Background: an optimization exercise with open tools, aiming at small area. Do not read the settings as production practice.
At most, simulation tests tie the RTL to the original design; equivalence was not proved.
Function not checked in run 1: the RTL went through the layout flow alone.
Power is estimated from default activity; no workload was simulated.

--- design.v ---
module rf_aoi222 (
    input  logic a1, b1, a2, b2, a3, b3,
    output logic y
);
    assign y = ~((a1 & b1) | (a2 & b2) | (a3 & b3));
endmodule
module rf_nand2 (
    input  logic a, b,
    output logic y
);
    assign y = ~(a & b);
endmodule
module rf_aoi22 (
    input  logic a1, b1, a2, b2,
    output logic y
);
    assign y = ~((a1 & b1) | (a2 & b2));
endmodule
module rf_bitmux_lo (
    input  logic [30:0] sel,
    input  logic [30:0] d,
    input  logic        xs,
    input  logic        xd,
    output logic        y
);
    logic [10:0] t;
    for (genvar i = 0; i < 10; i++) begin : g
        rf_aoi222 u(.a1(sel[3*i]), .b1(d[3*i]), .a2(sel[3*i+1]), .b2(d[3*i+1]),
                    .a3(sel[3*i+2]), .b3(d[3*i+2]), .y(t[i]));
    end
    rf_aoi22 u_last(.a1(sel[30]), .b1(d[30]), .a2(xs), .b2(xd), .y(t[10]));
    assign y = ~&t;
endmodule
module rf_bitmux_hi (
    input  logic [30:0] sel,
    input  logic [30:0] d,
    output logic        y
);
    logic [10:0] t;
    for (genvar i = 0; i < 10; i++) begin : g
        rf_aoi222 u(.a1(sel[3*i]), .b1(d[3*i]), .a2(sel[3*i+1]), .b2(d[3*i+1]),
                    .a3(sel[3*i+2]), .b3(d[3*i+2]), .y(t[i]));
    end
    rf_nand2 u_last(.a(sel[30]), .b(d[30]), .y(t[10]));
    assign y = ~&t;
endmodule
module rf_ao22 (
    input  logic a1, b1, a2, b2,
    output logic y
);
    assign y = (a1 & b1) | (a2 & b2);
endmodule
module rf_ao222 (
    input  logic a1, b1, a2, b2, a3, b3,
    output logic y
);
    assign y = (a1 & b1) | (a2 & b2) | (a3 & b3);
endmodule
module rf_mux16 (
    input  logic [15:0] d,
    input  logic [3:0]  s,
    output logic        y
);
    assign y = d[s];
endmodule
module rf_and2 (
    input  logic a, b,
    output logic y
);
    assign y = a & b;
endmodule
module rf_dec (
    input  logic [4:0]  slot,
    input  logic        en,
    output logic [30:0] sel
);
    logic [3:0] lo;
    logic [7:0] hi;
    always_comb begin
        for (int i = 0; i < 4; i++) lo[i] = (slot[1:0] == 2'(i));
        for (int i = 0; i < 8; i++) hi[i] = en && (slot[4:2] == 3'(i));
    end
    for (genvar k = 0; k < 31; k++) begin : g_sel
        rf_and2 u(.a(lo[k % 4]), .b(hi[k / 4]), .y(sel[k]));
    end
endmodule
module rf_slot (
    input  logic [4:0] r,
    input  logic [4:0] g,
    output logic [4:0] slot,
    output logic       ge
);
    assign ge   = (r >= g);
    assign slot = r + ~g + {4'd0, ge};
endmodule
module rtype_mc_datapath #(
    parameter int DATA_W = 32,
    parameter int NREGS  = 32
) (
    input  logic              clk,
    input  logic              reset,
    input  logic              instr_valid,
    output logic              instr_ready,
    input  logic [31:0]       instr,
    output logic [DATA_W-1:0] out,
    output logic [5:0]        op,
    output logic              zero,
    output logic              done,
    output logic              illegal,
    output logic              ovf,
    input  logic [4:0]        dbg_addr,
    output logic [DATA_W-1:0] dbg_data
);
    localparam logic [4:0] T_IDLE = 5'd17, T_LOAD = 5'd30, T_PRE = 5'd31, T_DONE = 5'd16;
    logic [4:0]  t_q, t_d;
    logic [4:0]  ia_q;      
    logic        busy_q;    
    logic [21:0] ins_q;     
    logic        rdnz_q;
    logic [31:0] a_q, a_d;
    logic        cy_q, f_q, z_q, b0_q, b1_q;
    logic [4:0]  g_q;
    logic        init_q;
    logic [31:0] ring_q [31];
    logic is_load, is_pre, is_step, is_done, wait_in;
    logic [4:0] t_inc;
    assign t_inc   = t_q + 5'd1;
    assign is_pre  = (t_q == T_PRE);
    assign is_load = (t_q == T_LOAD);
    assign is_step = ~t_q[4];
    assign is_done = (t_q == T_DONE);
    assign wait_in = (t_q == T_IDLE) | is_done;
    logic [5:0] opc, funct;
    logic [4:0] rt, shamt;
    assign opc   = ins_q[21:16];
    assign rt    = ins_q[15:11];
    assign shamt = ins_q[10:6];
    assign funct = ins_q[5:0];
    logic legal, is_add, is_sub, is_slt, is_sltu, is_and, is_or, is_xor, is_nor;
    logic is_sll, is_srl, is_sra, is_shift, is_cmp, is_addsub, inv_b;
    always_comb begin
        {is_add, is_sub, is_slt, is_sltu, is_and, is_or, is_xor, is_nor, is_sll, is_srl, is_sra} = '0;
        case (funct)
            6'h20: is_add  = 1'b1;
            6'h22: is_sub  = 1'b1;
            6'h24: is_and  = 1'b1;
            6'h25: is_or   = 1'b1;
            6'h26: is_xor  = 1'b1;
            6'h27: is_nor  = 1'b1;
            6'h2A: is_slt  = 1'b1;
            6'h2B: is_sltu = 1'b1;
            6'h00: is_sll  = 1'b1;
            6'h02: is_srl  = 1'b1;
            6'h03: is_sra  = 1'b1;
            default: ;
        endcase
    end
    assign legal     = (opc == 6'd0) && (is_add | is_sub | is_slt | is_sltu | is_and | is_or |
                                         is_xor | is_nor | is_sll | is_srl | is_sra);
    assign is_shift  = is_sll | is_srl | is_sra;
    assign is_cmp    = legal & (is_slt | is_sltu);
    assign is_addsub = legal & (is_add | is_sub);
    assign inv_b     = is_sub | is_slt | is_sltu;
    logic [4:0]  raddr;
    logic [4:0]  slot;
    logic        ren, uninit;
    logic [30:0] sel;
    logic [31:0] word;
    assign raddr  = busy_q ? ia_q : dbg_addr;
    logic ge;
    rf_slot u_slot(.r(raddr), .g(g_q), .slot(slot), .ge(ge));
    assign uninit = init_q & ge & (raddr != 5'd0);
    assign ren    = (raddr != 5'd0) & ~uninit;
    rf_dec u_dec(.slot(slot), .en(ren), .sel(sel));
    for (genvar b = 0; b < 32; b++) begin : g_rd
        logic [30:0] d;
        for (genvar k = 0; k < 31; k++) begin : g_k
            assign d[k] = ring_q[k][b];
        end
        if (b < 5) begin : g_lo
            rf_bitmux_lo u_mux(.sel(sel), .d(d), .xs(uninit), .xd(raddr[b]), .y(word[b]));
        end else begin : g_hi
            rf_bitmux_hi u_mux(.sel(sel), .d(d), .y(word[b]));
        end
    end
    assign dbg_data = word;
    logic [4:0]  kk;
    logic [6:0]  j0;
    logic [5:0]  pe, po;
    logic [15:0] w_even, w_odd;
    logic        oor0, oor1, fill, m_even, m_odd, bn0, bn1, b0, b1, a0, a1, c1, c2, s0, s1, ins0, ins1, bb0, bb1;
    assign kk     = is_shift ? shamt : 5'd0;
    assign j0     = {2'b0, t_inc[3:0], 1'b0} + ({7{is_sll}} ^ {2'b0, kk}) + {6'd0, is_sll};
    assign po     = j0[6:1];
    assign pe     = po + {5'd0, j0[0]};
    always_comb begin
        for (int i = 0; i < 16; i++) begin
            w_even[i] = word[2 * i];
            w_odd[i]  = word[2 * i + 1];
        end
    end
    rf_mux16 u_even(.d(w_even), .s(pe[3:0]), .y(m_even));
    rf_mux16 u_odd(.d(w_odd), .s(po[3:0]), .y(m_odd));
    assign fill   = is_sra & word[31];
    assign oor0   = po[5] | po[4];
    assign oor1   = pe[5] | pe[4];
    assign bn0    = oor0 ? fill : (j0[0] ? m_odd : m_even);
    assign bn1    = oor1 ? fill : (j0[0] ? m_even : m_odd);
    assign b0    = b0_q;
    assign b1    = b1_q;
    assign a0    = a_q[0];
    assign a1    = a_q[1];
    assign bb0   = b0 ^ inv_b;
    assign bb1   = b1 ^ inv_b;
    assign s0    = a0 ^ bb0 ^ cy_q;
    assign c1    = (a0 & bb0) | (a0 & cy_q) | (bb0 & cy_q);
    assign s1    = a1 ^ bb1 ^ c1;
    assign c2    = (a1 & bb1) | (a1 & c1) | (bb1 & c1);
    always_comb begin
        ins0 = 1'b0;
        ins1 = 1'b0;
        if (legal) begin
            if (is_add | is_sub) begin ins0 = s0; ins1 = s1; end
            else if (is_and) begin ins0 = a0 & b0; ins1 = a1 & b1; end
            else if (is_or)  begin ins0 = a0 | b0; ins1 = a1 | b1; end
            else if (is_xor) begin ins0 = a0 ^ b0; ins1 = a1 ^ b1; end
            else if (is_nor) begin ins0 = ~(a0 | b0); ins1 = ~(a1 | b1); end
            else if (is_shift) begin ins0 = b0; ins1 = b1; end
        end
    end
    logic [4:0] g_ahead;    
    logic [4:0] rd_in;
    logic       accept, we;
    assign rd_in       = instr[15:11];
    assign g_ahead     = (g_q <= 5'd12) ? g_q + 5'd19 : g_q - 5'd12;
    assign instr_ready = wait_in & ((rd_in == 5'd0) | (rd_in == g_ahead));
    assign accept      = instr_valid & instr_ready;
    assign done        = is_done;
    always_comb begin
        if (accept) t_d = T_LOAD;
        else if (t_q == T_IDLE) t_d = T_IDLE;
        else t_d = t_inc;
    end
    always_ff @(posedge clk or posedge reset) begin
        if (reset) begin
            t_q    <= T_IDLE;
            busy_q <= 1'b0;
            g_q    <= 5'd1;
            init_q <= 1'b1;
        end else begin
            t_q    <= t_d;
            busy_q <= (t_d != T_IDLE) && (t_d != T_DONE);
            g_q    <= (g_q == 5'd31) ? 5'd1 : g_q + 5'd1;
            if (g_q == 5'd31) init_q <= 1'b0;
        end
    end
    logic not_load, shift_in;
    logic [31:0] a_rot;
    assign not_load = ~is_load;
    assign shift_in = ~is_load & ~is_pre;
    assign a_rot    = {word[29:0], word[31:30]};
    for (genvar b = 0; b < 30; b++) begin : g_a
        rf_ao22 u(.a1(is_load), .b1(a_rot[b]), .a2(not_load), .b2(a_q[b + 2]), .y(a_d[b]));
    end
    rf_ao222 u_a30(.a1(is_load), .b1(a_rot[30]), .a2(is_pre), .b2(a_q[0]), .a3(shift_in), .b3(ins0), .y(a_d[30]));
    rf_ao222 u_a31(.a1(is_load), .b1(a_rot[31]), .a2(is_pre), .b2(a_q[1]), .a3(shift_in), .b3(ins1), .y(a_d[31]));
    always_ff @(posedge clk) begin
        ia_q <= wait_in ? instr[25:21] : rt;
        if (wait_in) begin
            ins_q  <= {instr[31:26], instr[20:16], instr[10:6], instr[5:0]};
            rdnz_q <= (rd_in != 5'd0);
        end
        a_q <= a_d;
        b0_q  <= bn0;
        b1_q  <= bn1;
        cy_q  <= is_step ? c2 : inv_b;
        z_q   <= is_step ? (z_q & ~ins0 & ~ins1) : 1'b1;
        f_q   <= is_slt ? (s1 ^ c1 ^ c2) : is_sltu ? ~c2 : (c1 ^ c2);
    end
    assign out     = {a_q[31:1], a_q[0] | (is_cmp & f_q)};
    assign zero    = z_q & ~(is_cmp & f_q);
    assign illegal = ~legal;
    assign ovf     = is_addsub & f_q;
    assign op      = opc;
    assign we      = is_done & legal & ~ovf & rdnz_q;
    logic        keep, iw;
    logic [31:0] wdata;
    assign keep  = ~we & ~init_q;
    assign iw    = init_q & ~we;
    for (genvar b = 0; b < 32; b++) begin : g_w
        if (b < 5) begin : g_lo
            rf_ao222 u(.a1(we), .b1(out[b]), .a2(keep), .b2(ring_q[0][b]), .a3(iw), .b3(g_q[b]), .y(wdata[b]));
        end else begin : g_hi
            rf_ao22 u(.a1(we), .b1(out[b]), .a2(keep), .b2(ring_q[0][b]), .y(wdata[b]));
        end
    end
    always_ff @(posedge clk) begin
        for (int k = 0; k < 30; k++) ring_q[k] <= ring_q[k + 1];
        ring_q[30] <= wdata;
    end
endmodule
--- flow/run.sh ---
#!/bin/bash
# Standard ORFS layout with these changes: ports are buffered with buf_1 (the smallest
# buffer) instead of ORFS's default pick; synthesis buffers are removed at floorplan;
# before repair_design, drivers of nets with 10
# or more loads get drive strength 4 (flow/presize.tcl); CTS uses clkbuf_8 with sink
# clusters of up to 16 flip-flops within 50 um, and no dummy loads.
set -euo pipefail
here=$(pwd)
bash standard.sh synth > synth.log 2>&1
bash standard.sh finish \
  "BUFFER_PORTS_ARGS=-buffer_cell sky130_fd_sc_hd__buf_1" \
  "PRE_RESIZE_TCL=$here/flow/presize.tcl" \
  "REMOVE_ABC_BUFFERS=1" \
  "CTS_ARGS=-sink_clustering_enable -repair_clock_nets -dont_use_dummy_load -buf_list sky130_fd_sc_hd__clkbuf_8 -sink_clustering_size 16 -sink_clustering_max_diameter 50" \
  > layout.log 2>&1
--- flow/presize.tcl ---
# Before repair_design: give each combinational driver of a net with 10 or more loads the
# _4 drive strength of its own cell, so the net needs no slew buffers.
set n_up 0
foreach inst [get_cells *] {
  set master [get_property $inst ref_name]
  if {![regexp {^(sky130_fd_sc_hd__[a-z0-9]+)_([0-9]+)$} $master -> base size]} { continue }
  if {[string match "*df*" $base] || [string match "*buf*" $base] || [string match "*inv*" $base]} { continue }
  if {$size >= 4} { continue }
  set fo 0
  foreach pin [get_pins -of_objects $inst -filter "direction==output"] {
    set net [get_nets -quiet -of_objects $pin]
    if {$net eq ""} { continue }
    set n [llength [get_pins -quiet -of_objects $net -filter "direction==input"]]
    if {$n > $fo} { set fo $n }
  }
  if {$fo < 10} { continue }
  set target [get_lib_cells -quiet */${base}_4]
  if {$target eq ""} { continue }
  replace_cell $inst [get_name $target]
  incr n_up
}
puts "presize: $n_up drivers set to drive strength 4"
--- standard.sh ---
#!/bin/bash
# synth_recipe.tcl (not shown) runs the flow's synth.tcl, then flattens the netlist and writes it again
# the make line also repeats each setting of config.mk as NAME=value (left out here)
make -C /OpenROAD-flow-scripts/flow DESIGN_CONFIG=/design/flow/config.mk WORK_HOME=/design/flow/orfs CLKGATE_MAP_FILE= SYNTH_SCRIPT=/design/flow/synth_recipe.tcl "${@:-finish}"
--- config.mk ---
export PLATFORM = sky130hd
export DESIGN_NAME = rtype_mc_datapath
export DESIGN_NICKNAME = rtype_mc_datapath
export VERILOG_FILES = /design/flow/design.v
export SDC_FILE = /design/flow/constraint.sdc
export NUM_CORES = 4
export LEC_CHECK = 0
export CAP_MARGIN = 5
export CELL_PAD_IN_SITES_DETAIL_PLACEMENT = 1
export CELL_PAD_IN_SITES_GLOBAL_PLACEMENT = 2
export CORE_MARGIN = 2
export CORE_UTILIZATION = 50
export GPL_TIMING_DRIVEN = 0
export PLACE_DENSITY = 0.6
export SLEW_MARGIN = 5
export SYNTH_HIERARCHICAL = 1
export SYNTH_MINIMUM_KEEP_SIZE = 0
--- constraint.sdc ---
create_clock -name core_clock -period 8.0 [get_ports {clk}]
set_input_delay 1.6000 -clock core_clock [delete_from_list [all_inputs] [get_ports {clk}]]
set_output_delay 1.6000 -clock core_clock [all_outputs]
set_load 0.01 [all_outputs]
==> run summary, run 1 <==
* Worst Max-Slew Pin Slew at 1060 ps
* I/O Buffers at 114
* Top delay family on crit path: simple AND/OR/NAND/NOR gates
* Num CTS Buffers at 90
* Synth Area in Simple Gates at 6.08%
* Syn_area_per_cell at 14.9 sq um
* Fail Reasons: setup timing
* Crit start category: input pin
* Final nets at 2,278
* Synth warn at 10
* Synth Area in Compound Gates at 14.7%
* Final Setup Violations at 1
* CTS Buffer Depth at 3
* Final hold vios at 0
* Crit Path Class: in2out
* Final Slew Violations at 0
* Max frequency at 125 MHz
* Post-synthesis mux area share at 1.53%
* Clock skew at 86.4 ps
* Element type at the critical path end: output port
* CP bufs+invs at 3
* Post-synth EDFFs at 23
* Antenna Nets Post-Route at 0
* Dominant cell type by area after synthesis: dfxtp_1
* Worst vdd ir at 189 uV
* Grt ovf at 0
* CP arrival at 6410 ps
* Initial DRC Count at 3,198
* Largest net degree at the start of global routing at 35
* Vias per cell at 6.72
* Htree depth at 3
* Synth async-reset ratio at 1.12%
* Area Growth Syn to Fin at 11.7%
* RSZ-0062 raised after global routing: yes
* Mapped Cells at 1,955
* Vias at 20,000
* Worst slew margin at 28.8%
* Root buf cell: clkbuf_8
* Slowest CP cell: a222oi_1
* DP Worst Slack at -238 ps
* Final Util at 56.3%
* Die height at 245 um
* Drt first pass iters at 9
* Global-route wire length before repair at 137,000 um
* Tmin final at 8010 ps
* CTS Hold Bufs at 0
* P per Cell Area at 331 nW/um^2
* CP Cell Sequence: buf_1, mux2_2, ha_2, o211a_1, o31ai_1, and3_1, fa_1, fa_1, nand2b_1, a21oi_2, xor2_2, buf_4, and4b_2, and2_4, a222oi_1, nand4_1, or3_4, buf_1
* Site Rows at 88
* Die ar. at 60,000 sq um
* Static Leak at 12.2 nW
* Worst Path Required at 6400 ps
* Routed WL at 107,000 um
* Critical Path Max Stage Delay at 500 ps
* CORE AREA at 57,600 sq um
* Synth area leaders: dfxtp_1, a222oi_1, edfxtp_1
* Max cap viols at 0
* XOR/XNOR Fraction of Synth Area at 0.655%
* Largest family of logic cells by synthesized area: compound AO/OA/AOI/OAI gates
* GP Congestion at 0.767
* Final cell count without fillers at 2,973
* Hold slack at 307 ps
* Clock latency on the worst-skew pair at 730 ps
* CP Max Fanout at 16
* Synthesized area at 29,000 sq um
* All-Layer GR Usage at 31.6%
* Unique cell type count in the Yosys netlist at 74
* Seq cells post-synth at 1,069
* Most common cell in the synthesized netlist: dfxtp_1
* Yosys top cell area share at 71.3%
* Worst Hold Class: reg2reg
* Initial antenna violation count at 2
* Register area share after synthesis at 74.7%
* Top cells by count, synth: dfxtp_1, a222oi_1, nand4_1, a22o_1, nand2_1
* Sink Count at 1,069
* HPWL after detailed placement at 48,700 um
* Dpl cells at 2,822
* Initial Util at 50.4%
* Final instance area at 32,400 sq um
* Filler cells at 5,535
* Placed Area at 30,500 sq um
* Number of global-route vias before repair at 20,100
* Detailed-route DRC error count at 0
* Adder-Cell Fraction of Synth Area at 1.49%
* Share of cells above drive strength 1 at 11.1%
* Status: finished with violations
* WL/cell at 36.1 um
* CTS tree: done
* Final worst slack at -14.7 ps
* IO Count at 115
* Die width at 245 um
* Final Cycle Share at 100%
* Worst-path clk slew at 80 ps
* Ys flop type: dfxtp_1
==> per-stage QoR <==
step           setup TNS, ps  total power [W]
5_1_grt                -1550           0.0109
4_1_cts                    0           0.0102
3_3_place_gp          -54840          0.00733
2_1_floorplan              0          0.00639
6_report               -14.7           0.0107
3_5_place_dp           -4040          0.00743
==> worst register-to-register path: cells and delay by family (launching register included) <==
family	cells	cell delay, ps
AND/OR/NAND/NOR	8	2380
adder cells (fa/ha/maj)	3	1300
multiplexers	4	1300
AO/OA/AOI/OAI	7	1020
flip-flops	1	450
buffers and inverters	1	160
XOR/XNOR	1	120
==> modules after synthesis (local to each module, per instance) <==
module             flops+latches  cell area [sq um]
rf_ao22                        0               8.76
rf_slot                        0                258
rf_aoi22                       0               12.5
rtype_mc_datapath           1069              23500
rf_bitmux_hi                   0               23.8
rf_dec                         0                119
rf_mux16                       0                135
rf_and2                        0               6.26
rf_ao222                       0               13.8
rf_aoi222                      0               10.0
rf_bitmux_lo                   0               23.8
rf_nand2                       0               3.75
==> sequential cells by signal, indices dropped and copies added, names as in the netlist <==
signal	cells
ring_q	992
a_q	32
ins_q	22
g_q	5
ia_q	5
t_q	5
b0_q	1
b1_q	1
busy_q	1
cy_q	1
f_q	1
init_q	1
rdnz_q	1
z_q	1
==> area by class of cell <==
class	instances	area, sq um	share of cell area [%]
antenna	3	7.51	0.0231
clock buffer	90	1240	3.82
inverter	39	146	0.451
multi-input combinational	874	7700	23.7
sequential	1069	21700	66.9
tap	765	957	2.95
timing repair buffer	133	696	2.14
==> path summary, 6_finish.rpt <==
| kind | start | to | slack [ps] | depth (start not counted) |
|---|---|---|---|---|
| worst max-delay path | dbg_addr[4] | dbg_data[26] | -10 | 18 |
| worst min-delay path | ring_q[7][1] | ring_q[6][1] | 310 | 0 |
| worst max register to register | busy_q | b1_q | 1180 | 24 |
| worst min register to register | ring_q[7][1] | ring_q[6][1] | 310 | 0 |
| max in group asynchronous | reset | t_q[4] | 6660 | 2 |
| min in group asynchronous | reset | g_q[3] | 940 | 2 |
==> kinds of logic (layout without fill, tap and decap cells) <==
| group | after synthesis | count (layout) |
|---|---|---|
| AND/OR/NAND/NOR | 304 | 345 |
| flip-flops | 1069 | 1069 |
| AO/OA/AOI/OAI | 448 | 448 |
| XOR/XNOR | 20 | 20 |
| adder cells (fa/ha/maj) | 31 | 31 |
| buffers and inverters | 53 | 262 |
| multiplexers | 30 | 30 |
| other | 0 | 3 |
==> report_power, final <==
part / total [W] / switching, W / internal [W]
sequential: 0.00545 / 0.0000526 / 0.00540
combinational: 0.00264 / 0.00211 / 0.000537
clock: 0.00265 / 0.00165 / 0.00100
total: 0.0107 / 0.00381 / 0.00694
==> placed cells by master (no fill, tap or decap), types with 12 or more instances in the layout <==
cell type,netlist,final
ha_1,25,23
and2_4,0,71
nand4_1,68,67
edfxtp_1,23,23
nor2_1,24,22
or3_4,0,14
buf_1,1,114
or3_1,36,22
clkbuf_8,0,90
nand2_1,52,52
mux2i_1,12,12
a222oi_1,328,328
a22o_1,57,57
a21oi_1,15,14
inv_1,39,38
nand3_1,38,38
dfxtp_1,1034,1034
==> layer usage <==
metal  GRT usage (%)  vias up  share of wire, %
met5               0        -                 0
met2            52.8     1068                46
met4            11.5        0               4.2
met3            5.70      266               9.5
met1            41.0    10300                40
li1                -     8306                 -
==> repair_timing <==
| item | in CTS | in global routing |
|---|---|---|
| setup endpoints to repair | 32 | 32 |
| pin swaps | 5 | 29 |
| buffers inserted | 4 | 13 |
| gates cloned | 10 | 31 |
| resized for setup | 19 | 50 |
==> inputs of run 2 (changes only) <==
--- a/design.v
+++ b/design.v
@@ -90,8 +90,10 @@
     output logic [4:0] slot,
     output logic       ge
 );
-    assign ge   = (r >= g);
-    assign slot = r + ~g + {4'd0, ge};
+    logic [5:0] dif;
+    assign dif  = {1'b0, r} - {1'b0, g};
+    assign ge   = ~dif[5];
+    assign slot = dif[5] ? dif[4:0] - 5'd1 : dif[4:0];
 endmodule
 module rtype_mc_datapath #(
     parameter int DATA_W = 32,
==> run summary, run 2 <==
* Share of cells above drive strength 1 at 8.01% (was 11.1%)
* Mapped Cells at 1,954 (was 1,955)
* CTS tree: done (unchanged)
* Largest Register: ring_q (unchanged)
* Largest regs: ring_q x992, a_q x32, ins_q x22 (unchanged)
* Register-to-Register Path Depth at 19 (was 24)
* Seq cells post-synth at 1,069 (unchanged)
* CP Cell Sequence: buf_1, mux2_2, inv_1, ha_1, fa_1, ha_1, nand2_1, a2bb2oi_2, nor3_2, xnor2_1, and4b_2, and2_4, a222oi_1, nand4_1, or3_1, buf_1 (was buf_1, mux2_2, ha_2, o211a_1, o31ai_1, and3_1, fa_1, fa_1, nand2b_1, a21oi_2, xor2_2, buf_4, and4b_2, and2_4, a222oi_1, nand4_1, or3_4, buf_1)
* Hold Path Origin: ring_q[7][3] (was ring_q[7][1])
* Final nets at 2,221 (was 2,278)
* Antenna Nets Post-Route at 0 (unchanged)
* Post-cts gate resize count at 0 (was 19)
* Detailed-route DRC error count at 0 (unchanged)
* Static Leak at 11.9 nW (was 12.2 nW)
* Most common cell in the synthesized netlist: dfxtp_1 (unchanged)
* Reg2reg setup slack at 1810 ps (was 1180 ps)
* Critical Path Max Stage Delay at 550 ps (was 500 ps)
* Top cells by count, synth: dfxtp_1, a222oi_1, nand4_1, a22o_1, nand2_1 (unchanged)
* HPWL after detailed placement at 47,800 um (was 48,700 um)
* Max frequency at 135 MHz (was 125 MHz)
* Synth async-reset ratio at 1.12% (unchanged)
* Htree depth at 3 (unchanged)
* Element type at the critical path end: output port (unchanged)
* CP bufs+invs at 3 (unchanged)
* Hold slack at 294 ps (was 307 ps)
* Status: complete, no violations (was finished with violations)
* Final Setup Violations at 0 (was 1)
* RSZ-0062 raised after global routing: no (was yes)
* Final worst slack at 601 ps (was -14.7 ps)
* Grt ovf at 0 (unchanged)
* Crit Path Class: in2out (unchanged)
* Syn_area_per_cell at 14.8 sq um (was 14.9 sq um)
* Max cap viols at 0 (unchanged)
* Area Growth Syn to Fin at 9.34% (was 11.7%)
* P per Cell Area at 331 nW/um^2 (about the same)
* Top delay family on crit path: simple AND/OR/NAND/NOR gates (unchanged)
* Yosys top cell area share at 71.4% (was 71.3%)
* Post-CTS Setup Repair Bufs at 0 (was 4)
* Worst vdd ir at 317 uV (was 189 uV)
* Final Slew Violations at 0 (unchanged)
* Largest net degree at the start of global routing at 35 (unchanged)
* Synthesized area at 29,000 sq um (about the same)
* Clock latency on the worst-skew pair at 720 ps (was 730 ps)
* Vias at 18,600 (was 20,000)
* GP Congestion at 0.788 (was 0.767)
* Largest register FFs at 992 (unchanged)
* Dpl cells at 2,823 (was 2,822)
* Die width at 245 um (about the same)
* Vias per cell at 6.38 (was 6.72)
* Number of global-route vias before repair at 19,700 (was 20,100)
* CP arrival at 5800 ps (was 6410 ps)
* Routed WL at 88,300 um (was 107,000 um)
* Final Util at 55.2% (was 56.3%)
* Final cell count without fillers at 2,914 (was 2,973)
* Tmin final at 7400 ps (was 8010 ps)
* Worst Hold Class: reg2reg (unchanged)
* Root buf cell: clkbuf_8 (unchanged)
* WL/cell at 30.3 um (was 36.1 um)
* Crit start category: input pin (unchanged)
* IO Count at 115 (unchanged)
* Post-synth EDFFs at 23 (unchanged)
* Initial antenna violation count at 1 (was 2)
* Sink Count at 1,069 (unchanged)
* CTS Buffer Depth at 3 (unchanged)
* Highest-count cells in the layout ignoring fill and taps: dfxtp_1, a222oi_1, buf_1 (unchanged)
* All-Layer GR Usage at 29.3% (was 31.6%)
* Ys flop type: dfxtp_1 (unchanged)
* Worst-path clk slew at 90 ps (was 80 ps)
* I/O Buffers at 114 (unchanged)
* RR Endpoint: b0_q (was b1_q)
* Worst hold path stage count at 0 (unchanged)
* Slowest CP cell: a222oi_1 (unchanged)
* Final Cycle Share at 92.5% (was 100%)
* Dominant cell type by area after synthesis: dfxtp_1 (unchanged)
* Most common cell after layout, fill and taps aside: dfxtp_1 (unchanged)
* Synth warn at 10 (unchanged)
* Initial Util at 50.5% (was 50.4%)
* CORE AREA at 57,500 sq um (was 57,600 sq um)
* Worst Path Required at 6400 ps (about the same)
* Global-route wire length before repair at 129,000 um (was 137,000 um)
* Hold Path End: ring_q[6][3] (was ring_q[6][1])
* Initial DRC Count at 2,424 (was 3,198)
* Num CTS Buffers at 90 (unchanged)
* Worst slew margin at 34.8% (was 28.8%)
* Die ar. at 60,000 sq um (about the same)
* Final hold vios at 0 (unchanged)
* CP Max Fanout at 32 (was 16)
* Register area share after synthesis at 74.8% (was 74.7%)
* DP Worst Slack at 595 ps (was -238 ps)
* Final Total Pwr at 0.0105 W (was 0.0107 W)
* Site Rows at 88 (unchanged)
* Clock skew at 63.5 ps (was 86.4 ps)
* Drt first pass iters at 6 (was 9)
* R2r startpoint: busy_q (unchanged)
* Unique cell type count in the Yosys netlist at 75 (was 74)
* Die height at 245 um (about the same)
* CTS Hold Bufs at 0 (unchanged)
* Worst Max-Slew Pin Slew at 975 ps (was 1060 ps)
* Synth area leaders: dfxtp_1, a222oi_1, edfxtp_1 (unchanged)
run 2: cell types whose count changed after synthesis, moves of 3 or more:
cell	previous run	this run
and3_1	5	2
o21a_1	0	5
nand3_1	38	41
o21ai_1	3	6
inv_2	0	3
inv_1	39	35
or3_1	36	32
nand2_1	52	46
o21ai_0	10	4
nor2_1	24	27
run 2: kinds of logic (layout without fill, tap and decap cells):
family | count (synthesis) | in the layout | synth area share [%]
flops | 1069 | 1069 | 74.8
compound gates | 446 | 446 | 14.6
simple gates | 303 | 303 | 6.07
buf+inv | 50 | 244 | 0.746
mux | 33 | 33 | 1.65
fa+ha+maj | 31 | 31 | 1.47
xor+xnor | 22 | 22 | 0.664
other cells | 0 | 1 | 0
run 2: power breakdown:
part,switching (W),leakage (nW),internal (W)
logic,0.00202,2.59,0.000419
registers,0.0000560,8.67,0.00541
clock network,0.00161,0.647,0.00100
run 2: worst max-delay path by stage:
stage                         endpoint         from  cells after the start  slack [ps]
after global placement    dbg_data[28]  dbg_addr[0]                     16        -880
after floorplan           dbg_data[31]  dbg_addr[0]                     14        1380
after detailed placement  dbg_data[31]  dbg_addr[0]                     16         590
final                     dbg_data[22]  dbg_addr[0]                     16         600
after global routing      dbg_data[24]  dbg_addr[0]                     16         270
after CTS                 dbg_data[31]  dbg_addr[0]                     16         590
run 2: final cells by class:
class / count / area [sq um]
Sequential cell: 1069 / 21700
Clock buffer: 90 / 1240
Fill cell: 5609 / 25800
Antenna cell: 1 / 2.50
Timing Repair Buffer: 116 / 475
Multi-Input combinational cell: 835 / 7200
Inverter: 38 / 143
Tap cell: 765 / 957
run 2: per-layer routing:
metal | vias to the layer above | track usage (%) | routed length, um
met2 | 664 | 48.9 | 42200
met1 | 9634 | 38.4 | 37300
met3 | 168 | 4.87 | 6040
met4 | 0 | 10.7 | 2730
met5 | - | 0 | 0
li1 | 8137 | - | -
run 2: modules after synthesis (local to each module, per instance), a selection:
module,cells inside,cell area [sq um],copies in the design,flops+latches
rf_and2,1,6.26,31,0
rf_ao222,2,13.8,7,0
rf_aoi222,1,10.0,320,0
rf_bitmux_hi,4,23.8,27,0
rf_bitmux_lo,4,23.8,5,0
rf_slot,37,304,1,0
run 2: per-stage QoR:
step                      area (sq um)  TNS [ps]
after floorplan                  28900         0
after global placement           30300    -25350
after detailed placement         30500         0
after CTS                        31700         0
after global routing             31700         0
final                            31700         0
==> inputs of run 3 (changes only) <==
--- a/config.mk
+++ b/config.mk
@@ -9,9 +9,9 @@
 export CELL_PAD_IN_SITES_DETAIL_PLACEMENT = 1
 export CELL_PAD_IN_SITES_GLOBAL_PLACEMENT = 2
 export CORE_MARGIN = 2
-export CORE_UTILIZATION = 50
+export CORE_UTILIZATION = 75
 export GPL_TIMING_DRIVEN = 0
-export PLACE_DENSITY = 0.6
+export PLACE_DENSITY = 0.85
 export SLEW_MARGIN = 5
 export SYNTH_HIERARCHICAL = 1
 export SYNTH_MINIMUM_KEEP_SIZE = 0
==> run summary, run 3 <==
* Last step reached: global placement without I/O
* Dominant cell type by area after synthesis: dfxtp_1 (unchanged)
* Synth warn at 10 (unchanged)
* Unique cell type count in the Yosys netlist at 75 (unchanged)
* Post-synth EDFFs at 23 (unchanged)
* Site Rows at 72 (was 88)
* Mapped Cells at 1,954 (unchanged)
* Status: did not finish (was complete, no violations)
* Synth async-reset ratio at 1.12% (unchanged)
* Initial Util at 75.6% (was 50.5%)
* Syn_area_per_cell at 14.8 sq um (unchanged)
* Synth area leaders: dfxtp_1, a222oi_1, edfxtp_1 (unchanged)
* Synthesized area at 29,000 sq um (unchanged)
* Most common cell in the synthesized netlist: dfxtp_1 (unchanged)
* Seq cells post-synth at 1,069 (unchanged)
* Yosys top cell area share at 71.4% (unchanged)
* Ys flop type: dfxtp_1 (unchanged)
* First Err: [ERROR GPL-0301] Utilization 107.155 % exceeds 100%.
* Top cells by count, synth: dfxtp_1, a222oi_1, nand4_1, a22o_1, nand2_1 (unchanged)
* Die width at 201 um (was 245 um)
* Register area share after synthesis at 74.8% (unchanged)
* Die height at 201 um (was 245 um)
-- run 3: kinds of logic after synthesis --
logic type	synth area share, %
AOI/OAI and AO/OA	14.6
DFF	74.8
muxes	1.65
adders and majority gates	1.47
and+or+nand+nor	6.07
buffers and inverters	0.746
xor gates and xnor gates	0.664
-- run 3: modules after synthesis, one instance, submodules excluded, excerpt --
module,flops+latches,copies in the design,cells
rf_mux16,0,2,7
rtype_mc_datapath,1069,1,1309
rf_slot,0,1,37
rf_bitmux_hi,0,27,4
rf_dec,0,1,12
rf_nand2,0,27,1
==> inputs of run 4 (changes only) <==
--- a/config.mk
+++ b/config.mk
@@ -9,9 +9,9 @@
 export CELL_PAD_IN_SITES_DETAIL_PLACEMENT = 1
 export CELL_PAD_IN_SITES_GLOBAL_PLACEMENT = 2
 export CORE_MARGIN = 2
-export CORE_UTILIZATION = 75
+export CORE_UTILIZATION = 65
 export GPL_TIMING_DRIVEN = 0
-export PLACE_DENSITY = 0.85
+export PLACE_DENSITY = 0.75
 export SLEW_MARGIN = 5
 export SYNTH_HIERARCHICAL = 1
 export SYNTH_MINIMUM_KEEP_SIZE = 0
==> run summary, run 4 <==
* Clock latency on the worst-skew pair at 710 ps
* Initial DRC Count at 3,613
* Element type at the critical path end: output port
* Clock skew at 65.8 ps
* Placed Area at 30,300 sq um
* Global-route wire length before repair at 142,000 um
* Final nets at 2,210
* Most common cell in the synthesized netlist: dfxtp_1 (unchanged)
* Vias at 20,000
* Top cells by count, synth: dfxtp_1, a222oi_1, nand4_1, a22o_1, nand2_1 (unchanged)
* WL/cell at 35.5 um
* Dpl cells at 2,650
* All-Layer GR Usage at 41.5%
* Most common cell after layout, fill and taps aside: dfxtp_1
* CTS Hold Bufs at 0
* Final Cycle Share at 96.3%
* Crit Path Class: in2out
* Worst-path clk slew at 100 ps
* Worst hold path stage count at 0
* Highest-count cells in the layout ignoring fill and taps: dfxtp_1, a222oi_1, buf_1
* Post-synth EDFFs at 23 (unchanged)
* Die height at 215 um (was 201 um)
* Ys flop type: dfxtp_1 (unchanged)
* Htree depth at 3
* R2r startpoint: busy_q
* Status: complete, no violations (was did not finish)
* Vias per cell at 7.34
* Tmin final at 7710 ps
* Max frequency at 130 MHz
* Worst slew margin at 33.7%
* Max cap viols at 0
* P_int at 0.00671 W
* CORE AREA at 44,100 sq um
* Register-to-Register Path Depth at 19
* Die ar. at 46,300 sq um
* Worst Max-Slew Pin Slew at 992 ps
* CTS Buffer Depth at 3
* Hold Path End: ring_q[29][1]
* Static Leak at 11.8 nW
* Worst Path Required at 6400 ps
* IO Count at 115
* Largest regs: ring_q x992, a_q x32, ins_q x22
* Grt ovf at 0
* Initial Util at 65.7% (was 75.6%)
* Final cell count without fillers at 2,731
* Num CTS Buffers at 79
* Routed WL at 96,900 um
* P per Cell Area at 332 nW/um^2
* Seq cells post-synth at 1,069 (unchanged)
* Initial antenna violation count at 1
* CTS tree: done
* Post-cts gate resize count at 0
* Worst vdd ir at 343 uV
* Root buf cell: clkbuf_8
* Seq pwr share at 52.5%
* Final Slew Violations at 0
* HPWL after detailed placement at 53,900 um
* Crit start category: input pin
* RR Endpoint: b1_q
* Site Rows at 77 (was 72)
* Drt first pass iters at 9
* CP Max Fanout at 32
* Antenna Nets Post-Route at 0
* Share of cells above drive strength 1 at 7.53%
* Hold Path Origin: ring_q[30][1]
* Die width at 215 um (was 201 um)
* Largest register FFs at 992
* Final instance area at 31,300 sq um
* Synth area leaders: dfxtp_1, a222oi_1, edfxtp_1 (unchanged)
* Mapped Cells at 1,954 (unchanged)
* Synth warn at 10 (unchanged)
* CP arrival at 6110 ps
* Switching power total at 0.00368 W
* Area Growth Syn to Fin at 8.08%
* Yosys top cell area share at 71.4% (unchanged)
* Worst Hold Class: reg2reg
* Unique cell type count in the Yosys netlist at 75 (unchanged)
* I/O Buffers at 114
* Dominant cell type by area after synthesis: dfxtp_1 (unchanged)
* Final Setup Violations at 0
* RSZ-0062 raised after global routing: no
* Largest net degree at the start of global routing at 35
* Switching Share at 35.4%
* Register area share after synthesis at 74.8% (unchanged)
* Synthesized area at 29,000 sq um (unchanged)
* Sink Count at 1,069
* Syn_area_per_cell at 14.8 sq um (unchanged)
* Comb power frac at 23.5%
* Clock Power Share at 23.9%
* Detailed-route DRC error count at 0
* Final hold vios at 0
* Number of global-route vias before repair at 21,700
* Reg2reg setup slack at 1670 ps
* Post-CTS Setup Repair Bufs at 0
* Largest Register: ring_q
* Synth async-reset ratio at 1.12% (unchanged)
* GP Congestion at 0.797
==> run 4: cell counts after synthesis <==
No cell type changed its count.
==> run 4: through the flow <==
stage	hold slack (ps)	utilization (%)	setup TNS [ps]	power (W)	worst slack (ps)
6_report	330	71.0	0	0.0104	295
3_5_place_dp	337	68.6	0	0.00788	568
3_3_place_gp	330	68.2	-20520	0.00773	-755
2_1_floorplan	330	-	0	0.00662	1380
5_1_grt	320	71.0	0	0.0106	215
4_1_cts	315	71.0	0	0.0103	421
==> run 4: per-layer routing <==
metal | vias to the layer above | part of all wire (%) | GRT usage [%]
met1 | 10200 | 37 | 50.6
met5 | - | 0 | 0
met4 | 0 | 6.0 | 24.9
met2 | 1325 | 48 | 68.6
li1 | 8132 | - | -
met3 | 374 | 9.6 | 8.28
==> run 4: how the worst max path moves through the flow <==
stage                startpoint            to  slack (ps)
floorplan           dbg_addr[0]  dbg_data[31]        1380
global placement    dbg_addr[0]  dbg_data[30]        -750
detailed placement  dbg_addr[0]  dbg_data[30]         570
CTS                 dbg_addr[0]  dbg_data[11]         420
global route        dbg_addr[0]   dbg_data[7]         220
finish              dbg_addr[0]  dbg_data[11]         290
==> run 4: power groups by stage <==
stage	registers, W	clock network [W]	logic, W
after detailed placement	0.00559	0	0.00229
after global placement	0.00558	0	0.00215
after CTS	0.00546	0.00249	0.00231
after global routing	0.00547	0.00268	0.00242
after floorplan	0.00557	0	0.00105
final	0.00546	0.00249	0.00245
==> run 4: worst max-delay path, stage by stage <==
cell       delay, ps
buf_1             80
mux2_2           290
inv_1             80
ha_1             180
fa_1             460
ha_1             250
nand2_1           80
a2bb2oi_2        200
nor3_2            60
xnor2_1          580
and4bb_2         350
and2_4           340
a222oi_1         580
nand3_1          240
or3_1            490
buf_1            190
==> run 4: final cells by class <==
type                            count  area (sq um)
Clock buffer                       79          1090
Tap cell                          592           741
Sequential cell                  1069         21700
Inverter                           38           143
Multi-Input combinational cell    835          7200
Antenna cell                        2          5.00
Timing Repair Buffer              116           475
Fill cell                        3978         12800
==> run 4: kinds of logic (layout without fill, tap and decap cells) <==
family / after synthesis / in the layout / synth area share, %
buffers and inverters: 50 / 233 / 0.746
muxes: 33 / 33 / 1.65
and+or+nand+nor: 303 / 303 / 6.07
xor gates and xnor gates: 22 / 22 / 0.664
AOI/OAI and AO/OA: 446 / 446 / 14.6
adders and majority gates: 31 / 31 / 1.47
DFF: 1069 / 1069 / 74.8
other: 0 / 2 / 0
==> run 4: per-module statistics from Yosys (local to each module, per instance), excerpt <==
| module | cell area (sq um) | cells inside | times used |
|---|---|---|---|
| rf_and2 | 6.26 | 1 | 31 |
| rtype_mc_datapath | 23400 | 1309 | 1 |
| rf_nand2 | 3.75 | 1 | 27 |
| rf_mux16 | 135 | 7 | 2 |
| rf_dec | 119 | 12 | 1 |
| rf_bitmux_hi | 23.8 | 4 | 27 |
| rf_ao22 | 8.76 | 1 | 57 |
==> inputs of run 5 (changes only) <==
==> config.mk (replaced) <==
export PLATFORM = sky130hd
export DESIGN_NAME = rtype_mc_datapath
export DESIGN_NICKNAME = rtype_mc_datapath
export VERILOG_FILES = /design/flow/design.v
export SDC_FILE = /design/flow/constraint.sdc
export NUM_CORES = 4
export LEC_CHECK = 0
export CAP_MARGIN = 5
export CELL_PAD_IN_SITES_DETAIL_PLACEMENT = 0
export CELL_PAD_IN_SITES_GLOBAL_PLACEMENT = 0
export CORE_MARGIN = 2
export CORE_UTILIZATION = 72
export GPL_TIMING_DRIVEN = 0
export PLACE_DENSITY = 0.82
export SLEW_MARGIN = 5
export SYNTH_HIERARCHICAL = 1
export SYNTH_MINIMUM_KEEP_SIZE = 0
==> run summary, run 5 <==
* Status: complete, no violations (unchanged)
* Crit start category: input pin (unchanged)
* Initial DRC Count at 3,384 (was 3,613)
* RSZ-0062 raised after global routing: no (unchanged)
* Num CTS Buffers at 79 (unchanged)
* CP Cell Sequence: buf_1, mux2_2, inv_1, ha_1, fa_1, ha_1, nand2_1, a2bb2oi_2, nor3_2, xnor2_1, and4bb_2, and2_4, a222oi_1, nand4_1, or3_1, buf_1 (was buf_1, mux2_2, inv_1, ha_1, fa_1, ha_1, nand2_1, a2bb2oi_2, nor3_2, xnor2_1, and4bb_2, and2_4, a222oi_1, nand3_1, or3_1, buf_1)
* Post-synth EDFFs at 23 (unchanged)
* Reg2reg setup slack at 2010 ps (was 1670 ps)
* Ys flop type: dfxtp_1 (unchanged)
* Final Cycle Share at 93.0% (was 96.3%)
* Worst Hold Class: reg2reg (unchanged)
* Highest-count cells in the layout ignoring fill and taps: dfxtp_1, a222oi_1, buf_1 (unchanged)
* Unique cell type count in the Yosys netlist at 75 (unchanged)
* Post-CTS Setup Repair Bufs at 0 (unchanged)
* Synth warn at 10 (unchanged)
* Synth area leaders: dfxtp_1, a222oi_1, edfxtp_1 (unchanged)
* Number of global-route vias before repair at 19,400 (was 21,700)
* CORE AREA at 39,700 sq um (was 44,100 sq um)
* CTS Hold Bufs at 0 (unchanged)
* CTS tree: done (unchanged)
* Critical Path Max Stage Delay at 560 ps (was 580 ps)
* IO Count at 115 (unchanged)
* Seq cells post-synth at 1,069 (unchanged)
* Tmin final at 7440 ps (was 7710 ps)
* Most common cell in the synthesized netlist: dfxtp_1 (unchanged)
* Mapped Cells at 1,954 (unchanged)
* Die height at 205 um (was 215 um)
* Register area share after synthesis at 74.8% (unchanged)
* Root buf cell: clkbuf_8 (unchanged)
* Vias per cell at 7.18 (was 7.34)
* Initial antenna violation count at 0 (was 1)
* P per Cell Area at 326 nW/um^2 (was 332 nW/um^2)
* Worst-path clk slew at 90 ps (was 100 ps)
* Setup TNS at 0 ps (unchanged)
* CP Max Fanout at 32 (unchanged)
* Max frequency at 134 MHz (was 130 MHz)
* CP bufs+invs at 3 (unchanged)
* GP Congestion at 0.879 (was 0.797)
* Slowest CP cell: or3_1 (was xnor2_1)
* DP Worst Slack at 693 ps (was 568 ps)
* Final Setup Violations at 0 (unchanged)
* Syn_area_per_cell at 14.8 sq um (unchanged)
* CP arrival at 5840 ps (was 6110 ps)
* Dominant cell type by area after synthesis: dfxtp_1 (unchanged)
* Max cap viols at 0 (unchanged)
* Area Growth Syn to Fin at 7.90% (was 8.08%)
* Final nets at 2,211 (was 2,210)
* Site Rows at 73 (was 77)
* Worst Path Required at 6400 ps (about the same)
* Most common cell after layout, fill and taps aside: dfxtp_1 (unchanged)
* Drt first pass iters at 14 (was 9)
* Detailed-route DRC error count at 0 (unchanged)
* Vias at 19,100 (was 20,000)
* Clock latency on the worst-skew pair at 660 ps (was 710 ps)
* I/O Buffers at 114 (unchanged)
* Top cells by count, synth: dfxtp_1, a222oi_1, nand4_1, a22o_1, nand2_1 (unchanged)
* Antenna cells at 0 (was 2)
* Grt ovf at 0 (unchanged)
* Worst vdd ir at 416 uV (was 343 uV)
* Worst slew margin at 5.16% (was 33.7%)
* Routed WL at 80,000 um (was 96,900 um)
* Element type at the critical path end: output port (unchanged)
* Largest regs: ring_q x992, a_q x32, ins_q x22 (unchanged)
* Final Slew Violations at 0 (unchanged)
* All-Layer GR Usage at 38.1% (was 41.5%)
* Largest register FFs at 992 (unchanged)
* Clock skew at 57.1 ps (was 65.8 ps)
* Worst Max-Slew Pin Slew at 1420 ps (was 992 ps)
* WL/cell at 30.0 um (was 35.5 um)
* Htree depth at 3 (unchanged)
* Final worst slack at 561 ps (was 295 ps)
* CTS Buffer Depth at 3 (unchanged)
* Initial Util at 73.0% (was 65.7%)
* Synth async-reset ratio at 1.12% (unchanged)
* Die ar. at 41,900 sq um (was 46,300 sq um)
* Static Leak at 11.8 nW (about the same)
* Post-cts gate resize count at 0 (unchanged)
* Largest Register: ring_q (unchanged)
* Share of cells above drive strength 1 at 7.58% (was 7.53%)
* Antenna Nets Post-Route at 0 (unchanged)
* Top delay family on crit path: simple AND/OR/NAND/NOR gates (unchanged)
* Yosys top cell area share at 71.4% (unchanged)
* Sink Count at 1,069 (unchanged)
* Global-route wire length before repair at 118,000 um (was 142,000 um)
* Largest net degree at the start of global routing at 35 (unchanged)
* Synthesized area at 29,000 sq um (unchanged)
* Final hold vios at 0 (unchanged)
* Die width at 205 um (was 215 um)
* HPWL after detailed placement at 43,200 um (was 53,900 um)
* Crit Path Class: in2out (unchanged)
## run 5: changes by cell type in the layout (fill, tap and decap cells not counted)
cell     before  now
buf_16        1    3
diode_2       2    0
buf_12        1    0
## run 5: path summary, 6_finish.rpt
path,depth (start not counted),from,to
max reg2reg,19,busy_q,b1_q
min reg2reg,0,ring_q[26][4],ring_q[25][4]
min in group asynchronous,2,reset,t_q[3]
min,0,ring_q[26][4],ring_q[25][4]
max,16,dbg_addr[0],dbg_data[30]
max in group asynchronous,2,reset,g_q[0]
## run 5: report_power, final
group          total [W]  switching [W]  leakage (nW)  internal (W)
clock network    0.00243        0.00154         0.568      0.000888
registers        0.00546      0.0000538          8.67       0.00541
logic            0.00232        0.00190          2.61      0.000420
total             0.0102        0.00349          11.8       0.00671
## run 5: cells by family after synthesis
kind of cell | count (synthesis) | synth area share, %
flops | 1069 | 74.8
xor+xnor | 22 | 0.664
compound gates | 446 | 14.6
fa+ha+maj | 31 | 1.47
buf+inv | 50 | 0.746
simple gates | 303 | 6.07
mux | 33 | 1.65
## run 5: per-stage QoR
step | total power [W] | hold slack (ps) | utilization [%] | area [sq um] | instances
finish | 0.0102 | 296 | 78.8 | 31300 | 2663
global route | 0.0104 | 298 | 78.8 | 31300 | 2663
CTS | 0.0101 | 300 | 78.8 | 31300 | 2663
detailed placement | 0.00777 | 335 | 76.0 | 30200 | 2584
global placement | 0.00762 | 331 | 75.5 | 30000 | 2581
floorplan | 0.00662 | 330 | - | 28900 | 1942
## run 5: layer usage
layer	vias to the layer above	track usage, %	part of all wire (%)
met3	300	8.48	11
met1	9459	48.5	37
met2	1215	60.9	47
met4	0	20.3	5.5
li1	8135	-	-
met5	-	0	0
## run 5: final cells by class
| type | count | area, sq um |
|---|---|---|
| Tap cell | 525 | 657 |
| Sequential cell | 1069 | 21700 |
| Multi-Input combinational cell | 835 | 7200 |
| Inverter | 38 | 143 |
| Timing Repair Buffer | 117 | 510 |
| Fill cell | 2358 | 8440 |
| Clock buffer | 79 | 1090 |
## run 5: worst register-to-register path: cells and delay by family, from the launching register on
kind                     cells  cell delay [ps]
multiplexers                 6             1760
AND/OR/NAND/NOR              6             1480
adder cells (fa/ha/maj)      3              920
AO/OA/AOI/OAI                2              680
flip-flops                   1              500
XOR/XNOR                     1              460
buffers and inverters        1               70
## run 5: per-module statistics from Yosys (local to each module, per instance)
module / cell area [sq um] / cells inside / flip-flops and latches
rtype_mc_datapath: 23400 / 1309 / 1069
rf_mux16: 135 / 7 / 0
rf_ao22: 8.76 / 1 / 0
rf_aoi222: 10.0 / 1 / 0
rf_aoi22: 12.5 / 1 / 0
rf_nand2: 3.75 / 1 / 0
rf_ao222: 13.8 / 2 / 0
rf_dec: 119 / 12 / 0
rf_slot: 304 / 37 / 0
rf_and2: 6.26 / 1 / 0
rf_bitmux_hi: 23.8 / 4 / 0
rf_bitmux_lo: 23.8 / 4 / 0
==> inputs of run 6 (changes only) <==
==> flow/run.sh (replaced) <==
#!/bin/bash
# Standard ORFS layout with these changes: ports are buffered with buf_1 (the smallest
# buffer) instead of ORFS's default pick; synthesis buffers are removed at floorplan;
# before repair_design, drivers of nets with 10
# or more loads get drive strength 4 (flow/presize.tcl); CTS uses clkbuf_8 with sink
# clusters of up to 20 flip-flops within 50 um, and no dummy loads.
set -euo pipefail
here=$(pwd)
bash standard.sh synth > synth.log 2>&1
bash standard.sh finish \
  "BUFFER_PORTS_ARGS=-buffer_cell sky130_fd_sc_hd__buf_1" \
  "PRE_RESIZE_TCL=$here/flow/presize.tcl" \
  "REMOVE_ABC_BUFFERS=1" \
  "CTS_ARGS=-sink_clustering_enable -repair_clock_nets -dont_use_dummy_load -buf_list sky130_fd_sc_hd__clkbuf_8 -sink_clustering_size 20 -sink_clustering_max_diameter 50" \
  > layout.log 2>&1
==> config.mk (replaced) <==
export PLATFORM = sky130hd
export DESIGN_NAME = rtype_mc_datapath
export DESIGN_NICKNAME = rtype_mc_datapath
export VERILOG_FILES = /design/flow/design.v
export SDC_FILE = /design/flow/constraint.sdc
export NUM_CORES = 4
export LEC_CHECK = 0
export CAP_MARGIN = 5
export CELL_PAD_IN_SITES_DETAIL_PLACEMENT = 1
export CELL_PAD_IN_SITES_GLOBAL_PLACEMENT = 2
export CORE_MARGIN = 2
export CORE_UTILIZATION = 50
export GPL_TIMING_DRIVEN = 0
export PLACE_DENSITY = 0.6
export SLEW_MARGIN = 5
export SYNTH_HIERARCHICAL = 1
export SYNTH_MINIMUM_KEEP_SIZE = 0
==> run summary, run 6 <==
* Status: complete, no violations (unchanged)
* Element type at the critical path end: output port (unchanged)
* Top cells by count, synth: dfxtp_1, a222oi_1, nand4_1, a22o_1, nand2_1 (unchanged)
* Synthesized area at 29,000 sq um (unchanged)
* Drt first pass iters at 6 (was 14)
* CTS tree: done (unchanged)
* Htree depth at 3 (unchanged)
* Vias per cell at 6.37 (was 7.18)
* Register-to-Register Path Depth at 19 (unchanged)
* Tmin final at 7460 ps (was 7440 ps)
* Final Slew Violations at 0 (unchanged)
* Ys flop type: dfxtp_1 (unchanged)
* Worst Hold Class: reg2reg (unchanged)
* Largest Register: ring_q (unchanged)
* CTS Hold Bufs at 0 (unchanged)
* Synth warn at 10 (unchanged)
* Initial Util at 50.5% (was 73.0%)
* Post-cts gate resize count at 0 (unchanged)
* WL/cell at 30.4 um (was 30.0 um)
* Comb power frac at 23.4% (was 22.7%)
* Worst Path Required at 6400 ps (about the same)
* P per Cell Area at 329 nW/um^2 (was 326 nW/um^2)
* Dominant cell type by area after synthesis: dfxtp_1 (unchanged)
* Die width at 245 um (was 205 um)
* Yosys top cell area share at 71.4% (unchanged)
* I/O Buffers at 114 (unchanged)
* Worst vdd ir at 302 uV (was 416 uV)
* Grt ovf at 0 (unchanged)
* Clock Power Share at 24.2% (was 23.8%)
* CP arrival at 5860 ps (was 5840 ps)
* Final Setup Violations at 0 (unchanged)
* Crit Path Class: in2out (unchanged)
* Die ar. at 60,000 sq um (was 41,900 sq um)
* Syn_area_per_cell at 14.8 sq um (unchanged)
* Crit start category: input pin (unchanged)
* CP Max Fanout at 32 (unchanged)
* Final Util at 55.0% (was 78.8%)
* Antenna Nets Post-Route at 0 (unchanged)
* Most common cell after layout, fill and taps aside: dfxtp_1 (unchanged)
* Synth area leaders: dfxtp_1, a222oi_1, edfxtp_1 (unchanged)
* Site Rows at 88 (was 73)
* All-Layer GR Usage at 29.3% (was 38.1%)
* Post-CTS Setup Repair Bufs at 0 (unchanged)
* Switching Share at 35.2% (was 34.2%)
* Routed WL at 88,400 um (was 80,000 um)
* Final Total Pwr at 0.0104 W (was 0.0102 W)
* Vias at 18,500 (was 19,100)
* Final hold vios at 0 (unchanged)
* Unique cell type count in the Yosys netlist at 75 (unchanged)
* Global-route wire length before repair at 129,000 um (was 118,000 um)
* Max cap viols at 0 (unchanged)
* Largest net degree at the start of global routing at 35 (unchanged)
* Max frequency at 134 MHz (about the same)
* Sink Count at 1,069 (unchanged)
* Final worst slack at 536 ps (was 561 ps)
* Die height at 245 um (was 205 um)
* Number of global-route vias before repair at 19,600 (was 19,400)
* Worst Max-Slew Pin Slew at 951 ps (was 1420 ps)
* Initial antenna violation count at 2 (was 0)
* Worst hold path stage count at 0 (unchanged)
* Mapped Cells at 1,954 (unchanged)
* Final nets at 2,213 (was 2,211)
* RSZ-0062 raised after global routing: no (unchanged)
* Final instance area at 31,600 sq um (was 31,300 sq um)
* Clock latency on the worst-skew pair at 710 ps (was 660 ps)
* CORE AREA at 57,500 sq um (was 39,700 sq um)
* Switching power total at 0.00366 W (was 0.00349 W)
* Clock skew at 75.4 ps (was 57.1 ps)
* Initial DRC Count at 2,420 (was 3,384)
* Num CTS Buffers at 82 (was 79)
* Register area share after synthesis at 74.8% (unchanged)
* Highest-count cells in the layout ignoring fill and taps: dfxtp_1, a222oi_1, buf_1 (unchanged)
* Placed Area at 30,500 sq um (was 30,200 sq um)
* Final Cycle Share at 93.3% (was 93.0%)
* Share of cells above drive strength 1 at 7.66% (was 7.58%)
* IO Count at 115 (unchanged)
* Worst slew margin at 36.4% (was 5.16%)
* Static Leak at 11.8 nW (about the same)
* Register Area at 21,700 sq um (unchanged)
* Seq pwr share at 52.5% (was 53.5%)
* GP Congestion at 0.788 (was 0.879)
* HPWL after detailed placement at 47,800 um (was 43,200 um)
* Largest register FFs at 992 (unchanged)
* Seq cells post-synth at 1,069 (unchanged)
* Area Growth Syn to Fin at 8.96% (was 7.90%)
* Largest regs: ring_q x992, a_q x32, ins_q x22 (unchanged)
* Filler cells at 5,607 (was 2,358)
* Most common cell in the synthesized netlist: dfxtp_1 (unchanged)
* Worst-path clk slew at 110 ps (was 90 ps)
* Footprint of the multi-input gates at 7200 sq um (unchanged)
* P_int at 0.00675 W (was 0.00671 W)
* Root buf cell: clkbuf_8 (unchanged)
* DP Worst Slack at 595 ps (was 693 ps)
* Detailed-route DRC error count at 0 (unchanged)
* Post-synth EDFFs at 23 (unchanged)
* CTS Buffer Depth at 3 (unchanged)
* Synth async-reset ratio at 1.12% (unchanged)
## run 6: cell counts after synthesis
Identical to the previous run, type by type.
## run 6: logic make-up (layout without fill, tap and decap cells)
logic type / count (synthesis) / after routing / synth area share [%]
simple gates: 303 / 303 / 6.07
xor+xnor: 22 / 22 / 0.664
other cells: 0 / 1 / 0
compound gates: 446 / 446 / 14.6
mux: 33 / 33 / 1.65
fa+ha+maj: 31 / 31 / 1.47
buf+inv: 50 / 236 / 0.746
flops: 1069 / 1069 / 74.8
## run 6: power by group through the flow
stage | sequential (W) | combinational (W) | clock (W)
after floorplan | 0.00557 | 0.00105 | 0
after global placement | 0.00558 | 0.00224 | 0
after detailed placement | 0.00559 | 0.00237 | 0
after CTS | 0.00546 | 0.00238 | 0.00257
after global routing | 0.00547 | 0.00247 | 0.00278
final | 0.00546 | 0.00243 | 0.00252
## run 6: through the flow
stage / TNS (ps) / hold slack [ps] / cells
after floorplan: 0 / 330 / 1942
after global placement: -25350 / 332 / 2821
after detailed placement: 0 / 337 / 2823
after CTS: 0 / 297 / 2905
after global routing: 0 / 296 / 2906
final: 0 / 295 / 2906
## run 6: worst paths after layout
kind	endpoint	slack (ps)	from
worst max-delay path	dbg_data[31]	540	dbg_addr[0]
worst min-delay path	ring_q[20][5]	300	ring_q[21][5]
worst max register to register	b0_q	1930	busy_q
worst min register to register	ring_q[20][5]	300	ring_q[21][5]
max in group asynchronous	g_q[0]	6700	reset
min in group asynchronous	t_q[1]	920	reset
## run 6: area by class of cell
cell class              instances  share of cell area (%)
repair buffers                116                    1.50
diodes                          1                 0.00792
clock buffers                  82                    3.57
flip-flops and latches       1069                    68.6
well taps                     765                    3.03
inverters                      38                   0.451
multi-input cells             835                    22.8
## run 6: metal layers
layer  GRT usage, %  routed length, um  vias to the layer above  part of all wire, %
li1               -                  -                     8120                    -
met1           38.7              37300                     9569                   42
met2           48.6              42200                      636                   48
met3           4.59               6020                      181                  6.8
met4           11.0               2840                        2                  3.2
met5              0                 13                        -                0.015
## run 6: critical path, stage by stage
cell and delay, ps:
buf_1 70, mux2_2 290, inv_1 70, ha_1 180, fa_1 460, ha_1 260
nand2_1 80, a2bb2oi_2 190, nor3_2 60, xnor2_1 470, and4b_2 320, and2_4 340
a222oi_1 510, nand4_1 180, or3_1 550, buf_1 190
## run 6: modules after synthesis (local to each module, per instance)
module	flip-flops and latches	copies in the design	cells	area (sq um)
rtype_mc_datapath	1069	1	1309	23400
rf_ao22	0	57	1	8.76
rf_dec	0	1	12	119
rf_aoi22	0	5	1	12.5
rf_ao222	0	7	2	13.8
rf_mux16	0	2	7	135
rf_and2	0	31	1	6.26
rf_slot	0	1	37	304
rf_nand2	0	27	1	3.75
rf_bitmux_lo	0	5	4	23.8
rf_aoi222	0	320	1	10.0
rf_bitmux_hi	0	27	4	23.8

-- re-timing with driven ports --
No port has a modelled driver above. Below, the same layouts with a new extraction and two added sets of constraints.
Step 1: set_driving_cell puts a clkbuf_16 on clk and a buf_2 on each other input, an assumption about the parent block.
Step 2 also shifts input and output timing later by t, the mid clock arrival at the registers, as if the neighbouring blocks saw the same clock.
Three values: no drivers, after step 1, after step 2; two values: the first two.
| run | t (ns) | setup slack, ns | worst hold slack (ns) | slew at the worst register clock pin (ns) |
|---|---|---|---|---|
| run 1 | 0.740 | -0.015 / -0.044 / -0.044 | 0.307 / 0.307 / 0.307 | 0.10 / 0.10 |
| run 2 | 0.742 | 0.601 / 0.570 / 0.570 | 0.294 / 0.294 / 0.294 | 0.10 / 0.10 |
| run 4 | 0.744 | 0.295 / 0.273 / 0.273 | 0.330 / 0.330 / 0.330 | 0.11 / 0.11 |
| run 5 | 0.677 | 0.561 / 0.541 / 0.541 | 0.296 / 0.296 / 0.296 | 0.10 / 0.10 |
| run 6 | 0.738 | 0.536 / 0.506 / 0.506 | 0.295 / 0.295 / 0.295 | 0.12 / 0.12 |
The setup slack of run 2, which loses most, moves by -0.031 ns with the drivers and by -0.031 ns with both steps.
